This design comes from an exercise in tuning for small area on the open sky130 flow, not from production work.
Where RTL was checked, it was by simulation tests only, not by an equivalence proof against the original.
No activity file was given, so power comes from the tool's default toggle rates. The clock port is modelled as an ideal driver; clocking choices that lean on that would not hold on a real chip.

==> v13: inputs <==
==> flow/design.v <==
`default_nettype none
package multi_pwm_pkg;
    localparam int NCH_DEFAULT   = 24;
    localparam int WIDTH_DEFAULT = 10;
    function automatic integer ch_idx_width(input integer nch);
        if (nch > 1) ch_idx_width = $clog2(nch);
        else         ch_idx_width = 1;
    endfunction
    typedef logic [WIDTH_DEFAULT-1:0] count_t;
endpackage
`default_nettype wire
`default_nettype none
module pwm_maj (
    input  logic a,
    input  logic b,
    input  logic c,
    output logic y
);
    assign y = (a & b) | (a & c) | (b & c);
endmodule
module pwm_fa (
    input  logic a,
    input  logic b,
    input  logic ci,
    output logic s,
    output logic co
);
    assign s  = a ^ b ^ ci;
    assign co = (a & b) | (a & ci) | (b & ci);
endmodule
module pwm_ha (
    input  logic a,
    input  logic b,
    output logic s,
    output logic co
);
    assign s  = a ^ b;
    assign co = a & b;
endmodule
module pwm_sel (
    input  logic d,
    input  logic en,
    input  logic q,
    input  logic en_n,
    output logic y
);
    assign y = (d & en) | (q & en_n);
endmodule
module pwm_cmp2 (
    input  logic [1:0] a,
    input  logic [1:0] nb,
    input  logic       c,
    output logic       y
);
    logic t;
    assign t = (a[0] & nb[0]) | (a[0] & c) | (nb[0] & c);
    assign y = (a[1] & nb[1]) | (a[1] & t) | (nb[1] & t);
endmodule
module pwm_cmp2s (
    input  logic [1:0] a,
    input  logic [1:0] nb,
    output logic       y
);
    logic t;
    assign t = a[0] & nb[0];
    assign y = (a[1] & nb[1]) | (a[1] & t) | (nb[1] & t);
endmodule
module pwm_gt
#(
    parameter int N = 10
) (
    input  logic [N-1:0] a,
    input  logic [N-1:0] nb,
    output logic         gt
);
    localparam int NP = N / 2;
    logic [NP:1] c;
    pwm_cmp2s u_c0 (.a(a[1:0]), .nb(nb[1:0]), .y(c[1]));
    for (genvar i = 1; i < NP; i++) begin : g_pair
        pwm_cmp2 u_c (.a(a[2*i+1:2*i]), .nb(nb[2*i+1:2*i]), .c(c[i]), .y(c[i+1]));
    end
    if (N % 2) begin : g_odd
        pwm_maj u_maj (.a(a[N-1]), .b(nb[N-1]), .c(c[NP]), .y(gt));
    end else begin : g_even
        assign gt = c[NP];
    end
endmodule
module pwm_chan_cmp
#(
    parameter int WIDTH = multi_pwm_pkg::WIDTH_DEFAULT
) (
    input  logic             clk,
    input  logic             reset_n,
    input  logic             wr_i,        
    input  logic             wr_n_i,      
    input  logic [WIDTH-1:0] wr_ton_i,
    input  logic [WIDTH-1:0] wr_phase_i,
    input  logic             load_i,      
    input  logic             load_n_i,    
    input  logic [WIDTH-1:0] ncnt_i,      
    input  logic [WIDTH:0]   ncntp_i,     
    input  logic             run_i,       
    input  logic             oe_i,
    output logic             pwm_o
);
    logic [WIDTH-1:0] ton_s_q, phase_s_q;
    logic [WIDTH-1:0] ton_a_q, phase_a_q;
    logic [WIDTH-1:0] ton_s_d, phase_s_d, ton_a_d, phase_a_d;
    logic [WIDTH:0]   w_end;
    logic [WIDTH:0]   w_ec;
    logic             w_end_lo_gt;
    logic             w_ph_gt, w_end_gt, w_endp_gt, w_ton_gt, w_raw;
    logic             pwm_q;
    for (genvar i = 0; i < WIDTH; i++) begin : g_sel
        pwm_sel u_ton_s   (.d(wr_ton_i[i]),   .en(wr_i),   .q(ton_s_q[i]),   .en_n(wr_n_i),   .y(ton_s_d[i]));
        pwm_sel u_phase_s (.d(wr_phase_i[i]), .en(wr_i),   .q(phase_s_q[i]), .en_n(wr_n_i),   .y(phase_s_d[i]));
        pwm_sel u_ton_a   (.d(ton_s_q[i]),    .en(load_i), .q(ton_a_q[i]),   .en_n(load_n_i), .y(ton_a_d[i]));
        pwm_sel u_phase_a (.d(phase_s_q[i]),  .en(load_i), .q(phase_a_q[i]), .en_n(load_n_i), .y(phase_a_d[i]));
    end
    always_ff @(posedge clk or negedge reset_n) begin
        if (!reset_n) begin
            ton_s_q <= '0;
        end else begin
            ton_s_q <= ton_s_d;
        end
    end
    always_ff @(posedge clk) begin
        phase_s_q <= phase_s_d;
        ton_a_q   <= ton_a_d;
        phase_a_q <= phase_a_d;
    end
    pwm_ha u_ha (.a(phase_a_q[0]), .b(ton_a_q[0]), .s(w_end[0]), .co(w_ec[1]));
    for (genvar i = 1; i < WIDTH; i++) begin : g_add
        pwm_fa u_fa (.a(phase_a_q[i]), .b(ton_a_q[i]), .ci(w_ec[i]), .s(w_end[i]), .co(w_ec[i+1]));
    end
    assign w_end[WIDTH] = w_ec[WIDTH];
    pwm_gt #(.N(WIDTH))   u_ph   (.a(phase_a_q), .nb(ncnt_i),          .gt(w_ph_gt));
    pwm_gt #(.N(WIDTH))   u_end  (.a(w_end[WIDTH-1:0]), .nb(ncnt_i), .gt(w_end_lo_gt));
    assign w_end_gt = w_end[WIDTH] | w_end_lo_gt;
    pwm_gt #(.N(WIDTH+1)) u_endp (.a(w_end),     .nb(ncntp_i),         .gt(w_endp_gt));
    pwm_gt #(.N(WIDTH))   u_ton  (.a(ton_a_q),   .nb(ncnt_i),          .gt(w_ton_gt));
    assign w_raw = (!w_ph_gt && w_end_gt) || (w_endp_gt && w_ton_gt);
    always_ff @(posedge clk or negedge reset_n) begin
        if (!reset_n) begin
            pwm_q <= 1'b0;
        end else begin
            pwm_q <= w_raw & run_i & oe_i;
        end
    end
    assign pwm_o = pwm_q;
endmodule
`default_nettype wire
`default_nettype none
module multi_pwm_dbuf
#(
    parameter int NCH   = multi_pwm_pkg::NCH_DEFAULT,
    parameter int WIDTH = multi_pwm_pkg::WIDTH_DEFAULT
) (
    input  logic                           clk,
    input  logic                           reset_n,
    input  logic                           wr_en,
    input  logic [multi_pwm_pkg::ch_idx_width(NCH)-1:0]   wr_ch,
    input  logic [WIDTH-1:0]               wr_ton,
    input  logic [WIDTH-1:0]               wr_phase,
    input  logic                           period_wr,
    input  logic [WIDTH-1:0]               period_in,
    input  logic                           commit,
    input  logic [NCH-1:0]                 oe,
    output logic [NCH-1:0]                 pwm_out,
    output logic                           period_start,
    output logic                           update_pending,
    output logic                           update_done
);
    localparam int CHW = multi_pwm_pkg::ch_idx_width(NCH);
    logic [WIDTH-1:0] period_a_q;
    logic [WIDTH-1:0] period_s_q;
    logic [WIDTH-1:0] cnt_q;
    logic [WIDTH-1:0] cnt_d;
    logic [WIDTH:0]   cntp;
    logic             pending_q;
    logic             pending_d;
    logic             period_start_q;
    logic             update_done_q;
    logic             w_running;
    logic             w_boundary;
    logic             w_xfer;
    always_comb begin
        w_running  = (period_a_q != '0);
        w_boundary = w_running && (cnt_q == (period_a_q - WIDTH'(1)));
        w_xfer     = pending_q && (w_boundary || !w_running);
        pending_d  = w_xfer ? 1'b0 : (pending_q | commit);
        if (w_xfer || w_boundary || !w_running) begin
            cnt_d = '0;
        end else begin
            cnt_d = cnt_q + WIDTH'(1);
        end
        cntp = {1'b0, cnt_q} + {1'b0, period_a_q};
    end
    always_ff @(posedge clk or negedge reset_n) begin
        if (!reset_n) begin
            period_a_q     <= '0;
            period_s_q     <= '0;
            cnt_q          <= '0;
            pending_q      <= 1'b0;
            period_start_q <= 1'b0;
            update_done_q  <= 1'b0;
        end else begin
            if (w_xfer) begin
                period_a_q <= period_s_q;
            end
            if (period_wr) begin
                period_s_q <= period_in;
            end
            cnt_q          <= cnt_d;
            pending_q      <= pending_d;
            period_start_q <= w_running && (cnt_q == '0);
            update_done_q  <= w_xfer;
        end
    end
    generate
        for (genvar c = 0; c < NCH; c++) begin : g_chan
            logic w_wr;
            assign w_wr = wr_en && (wr_ch == CHW'(c));
            pwm_chan_cmp #(
                .WIDTH (WIDTH)
            ) u_cmp (
                .clk        (clk),
                .reset_n    (reset_n),
                .wr_i       (w_wr),
                .wr_n_i     (!w_wr),
                .wr_ton_i   (wr_ton),
                .wr_phase_i (wr_phase),
                .load_i     (w_xfer),
                .load_n_i   (!w_xfer),
                .ncnt_i     (~cnt_q),
                .ncntp_i    (~cntp),
                .run_i      (w_running),
                .oe_i       (oe[c]),
                .pwm_o      (pwm_out[c])
            );
        end
    endgenerate
    assign period_start   = period_start_q;
    assign update_pending = pending_q;
    assign update_done    = update_done_q;
endmodule
`default_nettype wire
==> flow/run.sh <==
#!/bin/bash
# synth_recipe.tcl (not shown) runs the flow's synth.tcl, then flattens the netlist and writes it again
# the make line also repeats each setting of config.mk as NAME=value (left out here)
make -C /OpenROAD-flow-scripts/flow DESIGN_CONFIG=/design/flow/config.mk WORK_HOME=/design/flow/orfs CLKGATE_MAP_FILE= SYNTH_SCRIPT=/design/flow/synth_recipe.tcl finish
==> flow/config.mk <==
export PLATFORM = sky130hd
export DESIGN_NAME = multi_pwm_dbuf
export DESIGN_NICKNAME = multi_pwm_dbuf
export VERILOG_FILES = /design/flow/design.v
export SDC_FILE = /design/flow/constraint.sdc
export NUM_CORES = 4
export LEC_CHECK = 0
export CAP_MARGIN = 20
export CORE_MARGIN = 2
export CORE_UTILIZATION = 70
export CTS_BUF_LIST = sky130_fd_sc_hd__clkbuf_4
export SLEW_MARGIN = 20
export SYNTH_HIERARCHICAL = 1
export SYNTH_MINIMUM_KEEP_SIZE = 0
==> flow/constraint.sdc <==
create_clock -name core_clock -period 10.0 [get_ports {clk}]
set_input_delay 2.0000 -clock core_clock [delete_from_list [all_inputs] [get_ports {clk}]]
set_output_delay 2.0000 -clock core_clock [all_outputs]
set_load 0.01 [all_outputs]
==> inputs of v17, as changes to v13 <==
--- a/flow/design.v
+++ b/flow/design.v
@@ -113,16 +113,20 @@
     logic             pwm_q;
-    for (genvar i = 0; i < WIDTH; i++) begin : g_sel
-        pwm_sel u_ton_s   (.d(wr_ton_i[i]),   .en(wr_i),   .q(ton_s_q[i]),   .en_n(wr_n_i),   .y(ton_s_d[i]));
-        pwm_sel u_phase_s (.d(wr_phase_i[i]), .en(wr_i),   .q(phase_s_q[i]), .en_n(wr_n_i),   .y(phase_s_d[i]));
-        pwm_sel u_ton_a   (.d(ton_s_q[i]),    .en(load_i), .q(ton_a_q[i]),   .en_n(load_n_i), .y(ton_a_d[i]));
-        pwm_sel u_phase_a (.d(phase_s_q[i]),  .en(load_i), .q(phase_a_q[i]), .en_n(load_n_i), .y(phase_a_d[i]));
-    end
+    logic written_q;
+    logic w_load_ton;
     always_ff @(posedge clk or negedge reset_n) begin
         if (!reset_n) begin
-            ton_s_q <= '0;
+            written_q <= 1'b0;
         end else begin
-            ton_s_q <= ton_s_d;
-        end
+            written_q <= written_q | wr_i;
+        end
+    end
+    assign w_load_ton = load_i & written_q;
+    for (genvar i = 0; i < WIDTH; i++) begin : g_sel
+        pwm_sel u_ton_s   (.d(wr_ton_i[i]),   .en(wr_i),       .q(ton_s_q[i]),   .en_n(wr_n_i),   .y(ton_s_d[i]));
+        pwm_sel u_phase_s (.d(wr_phase_i[i]), .en(wr_i),       .q(phase_s_q[i]), .en_n(wr_n_i),   .y(phase_s_d[i]));
+        pwm_sel u_ton_a   (.d(ton_s_q[i]),    .en(w_load_ton), .q(ton_a_q[i]),   .en_n(load_n_i), .y(ton_a_d[i]));
+        pwm_sel u_phase_a (.d(phase_s_q[i]),  .en(load_i),     .q(phase_a_q[i]), .en_n(load_n_i), .y(phase_a_d[i]));
     end
     always_ff @(posedge clk) begin
+        ton_s_q   <= ton_s_d;
         phase_s_q <= phase_s_d;
@@ -174,7 +178,10 @@
     localparam int CHW = multi_pwm_pkg::ch_idx_width(NCH);
-    logic [WIDTH-1:0] period_a_q;
-    logic [WIDTH-1:0] period_s_q;
+    logic [WIDTH-1:0] period_a_q, period_a_d;
+    logic [WIDTH-1:0] period_s_q, period_s_d;
     logic [WIDTH-1:0] cnt_q;
     logic [WIDTH-1:0] cnt_d;
+    logic [WIDTH-1:0] cnt_inc;
     logic [WIDTH:0]   cntp;
+    logic [WIDTH:0]   w_ic;
+    logic [WIDTH:0]   w_pc;
     logic             pending_q;
@@ -186,13 +193,23 @@
     logic             w_xfer;
+    logic             w_clr;
+    assign w_ic[0] = 1'b1;
+    for (genvar i = 0; i < WIDTH; i++) begin : g_inc
+        pwm_ha u_ha (.a(cnt_q[i]), .b(w_ic[i]), .s(cnt_inc[i]), .co(w_ic[i+1]));
+    end
+    pwm_ha u_pha (.a(cnt_q[0]), .b(period_a_q[0]), .s(cntp[0]), .co(w_pc[1]));
+    for (genvar i = 1; i < WIDTH; i++) begin : g_cntp
+        pwm_fa u_fa (.a(cnt_q[i]), .b(period_a_q[i]), .ci(w_pc[i]), .s(cntp[i]), .co(w_pc[i+1]));
+    end
+    assign cntp[WIDTH] = w_pc[WIDTH];
     always_comb begin
         w_running  = (period_a_q != '0);
-        w_boundary = w_running && (cnt_q == (period_a_q - WIDTH'(1)));
+        w_boundary = w_running && (cnt_inc == period_a_q);
         w_xfer     = pending_q && (w_boundary || !w_running);
+        w_clr      = w_boundary || !w_running;
         pending_d  = w_xfer ? 1'b0 : (pending_q | commit);
-        if (w_xfer || w_boundary || !w_running) begin
-            cnt_d = '0;
-        end else begin
-            cnt_d = cnt_q + WIDTH'(1);
-        end
-        cntp = {1'b0, cnt_q} + {1'b0, period_a_q};
+        cnt_d      = cnt_inc & {WIDTH{!w_clr}};
+    end
+    for (genvar i = 0; i < WIDTH; i++) begin : g_per
+        pwm_sel u_ps (.d(period_in[i]),  .en(period_wr), .q(period_s_q[i]), .en_n(!period_wr), .y(period_s_d[i]));
+        pwm_sel u_pa (.d(period_s_q[i]), .en(w_xfer),    .q(period_a_q[i]), .en_n(!w_xfer),    .y(period_a_d[i]));
     end
@@ -202,3 +219,2 @@
             period_s_q     <= '0;
-            cnt_q          <= '0;
             pending_q      <= 1'b0;
@@ -207,9 +223,4 @@
         end else begin
-            if (w_xfer) begin
-                period_a_q <= period_s_q;
-            end
-            if (period_wr) begin
-                period_s_q <= period_in;
-            end
-            cnt_q          <= cnt_d;
+            period_a_q     <= period_a_d;
+            period_s_q     <= period_s_d;
             pending_q      <= pending_d;
@@ -219,2 +230,11 @@
     end
+    always_ff @(posedge clk) begin
+        cnt_q <= cnt_d;
+    end
+    logic [3:0] w_dec_hi;
+    logic [7:0] w_dec_lo;
+    always_comb begin
+        for (int h = 0; h < 4; h++) w_dec_hi[h] = wr_en && (wr_ch[CHW-1:3] == 2'(h));
+        for (int l = 0; l < 8; l++) w_dec_lo[l] = (wr_ch[2:0] == 3'(l));
+    end
     generate
@@ -222,3 +242,3 @@
             logic w_wr;
-            assign w_wr = wr_en && (wr_ch == CHW'(c));
+            assign w_wr = w_dec_hi[c / 8] && w_dec_lo[c % 8];
             pwm_chan_cmp #(
==> flow/flow/run.sh (new file) <==
#!/bin/bash
# Layout flow: the standard flow (standard.sh, with the standard
# synthesis), with three changes to how the layout is made:
#  - the port buffers are the smallest buffer, sky130_fd_sc_hd__buf_1;
#  - clock tree synthesis adds no dummy loads;
#  - after global routing, cells on paths with positive slack are sized
#    down (ORFS's RECOVER_POWER step).
# The make output goes to flow_make.log here; each step's own log is under
# orfs/logs/.
set -euo pipefail
bash standard.sh \
    "BUFFER_PORTS_ARGS=-buffer_cell sky130_fd_sc_hd__buf_1" \
    "CTS_ARGS=-sink_clustering_enable -repair_clock_nets -sink_clustering_size 30 -sink_clustering_max_diameter 100 -dont_use_dummy_load" \
    "RECOVER_POWER=100" \
    finish > flow_make.log 2>&1
==> flow/standard.sh (new file) <==
#!/bin/bash
# synth_recipe.tcl (not shown) runs the flow's synth.tcl, then flattens the netlist and writes it again
# the make line also repeats each setting of config.mk as NAME=value (left out here)
make -C /OpenROAD-flow-scripts/flow DESIGN_CONFIG=/design/flow/config.mk WORK_HOME=/design/flow/orfs CLKGATE_MAP_FILE= SYNTH_SCRIPT=/design/flow/synth_recipe.tcl "${@:-finish}"
- CTS_BUF_LIST: sky130_fd_sc_hd__clkbuf_4 -> unset
- CTS_CLUSTER_DIAMETER: unset -> 100
- CTS_CLUSTER_SIZE: unset -> 30
removed: flow/run.sh
==> summary.txt <==
metric                                                                                       v13                            v17
Share of synthesized flip-flops with an asynchronous set or reset                         29.20%                         6.820%
Layout inverter count without the clock tree                                                  45                             47
GR Util met1                                                                              55.18%                         55.23%
Number of antenna repair diodes                                                                7                              3
Avg WL per Cell                                                                    23.64 microns                  25.63 microns
Depth of the most critical reg-to-reg path                                                     9                             17
Filler-free cell count of the finished design                                              5,871                          5,432
Maximum number of pins on one net before global-route repair                                 181                            168
Clock tree skew after final layout                                                    0.08800 ns                     0.03336 ns
Origin of the critical flop-to-flop path                                           period_a_q[1]                  period_a_q[0]
Via-per-instance ratio                                                                     7.035                          7.255
Max-cap violations                                                                             0                              8
Fraction of the core area covered by cells at the end of the flow                         79.40%                         75.16%
Critical path startpoint                                                           period_a_q[1]                  period_a_q[0]
Proportion of cell area occupied by multi-input gates                                     46.87%                         49.92%
Switching power total                                                                    9691 uW                        7080 uW
Result of the run                                                        complete, no violations                failed layout checks
Reasons for failing layout checks                                                              -  capacitance limit, slew limit
Startpoint of the worst hold path                                  g_chan[15].u_cmp.phase_s_q[7]     g_chan[12].u_cmp.written_q
Post-synthesis compound-gate area fraction                                                35.23%                         35.61%
Total GRT Usage                                                                           40.22%                         40.80%
Switching fraction of total power                                                         44.60%                         43.28%
Post-route fraction of the period consumed by the critical path                           51.61%                         78.80%
Total power consumption of the routed design                                           21,730 uW                      16,360 uW
Number of sinks handled by clock tree synthesis                                            1,017                          1,041
Clock buf count                                                                              419                             40
Pwr per Cell Area                                                                  417.0 nW/um^2                  338.3 nW/um^2
Delay of the slowest cell on the worst path                                              0.94 ns                        1.45 ns
No functional check of the RTL was part of v13.

==> port drivers added, routing unchanged <==
How much do the figures lean on ideal ports? The routed layouts below were timed once more, with nothing changed but the port constraints.
Step 1 sets driving cells, clkbuf_16 on the clock port and buf_2 on the other inputs (assumed; they add their load-dependent delay and slew).
Step 2 also shifts input and output timing later by t, the mid clock arrival at the registers, as if the neighbouring blocks saw the same clock.
a / b / c = no drivers / after step 1 / after step 2; a / b = the first two.
| run | shift t [ns] | slack for setup (ns) | slew at the worst register clock pin (ns) | worst slew at a driven data input, ns |
|---|---|---|---|---|
| v13 | 1.139 | 4.840 / 4.840 / 4.709 | 0.08 / 0.08 | 0.12 |
| v17 | 0.688 | 2.120 / 2.120 / 2.120 | 0.11 / 0.11 | 0.09 |
The setup slack of v13, which loses most, moves by 0.000 ns with the drivers and by -0.131 ns with both steps.
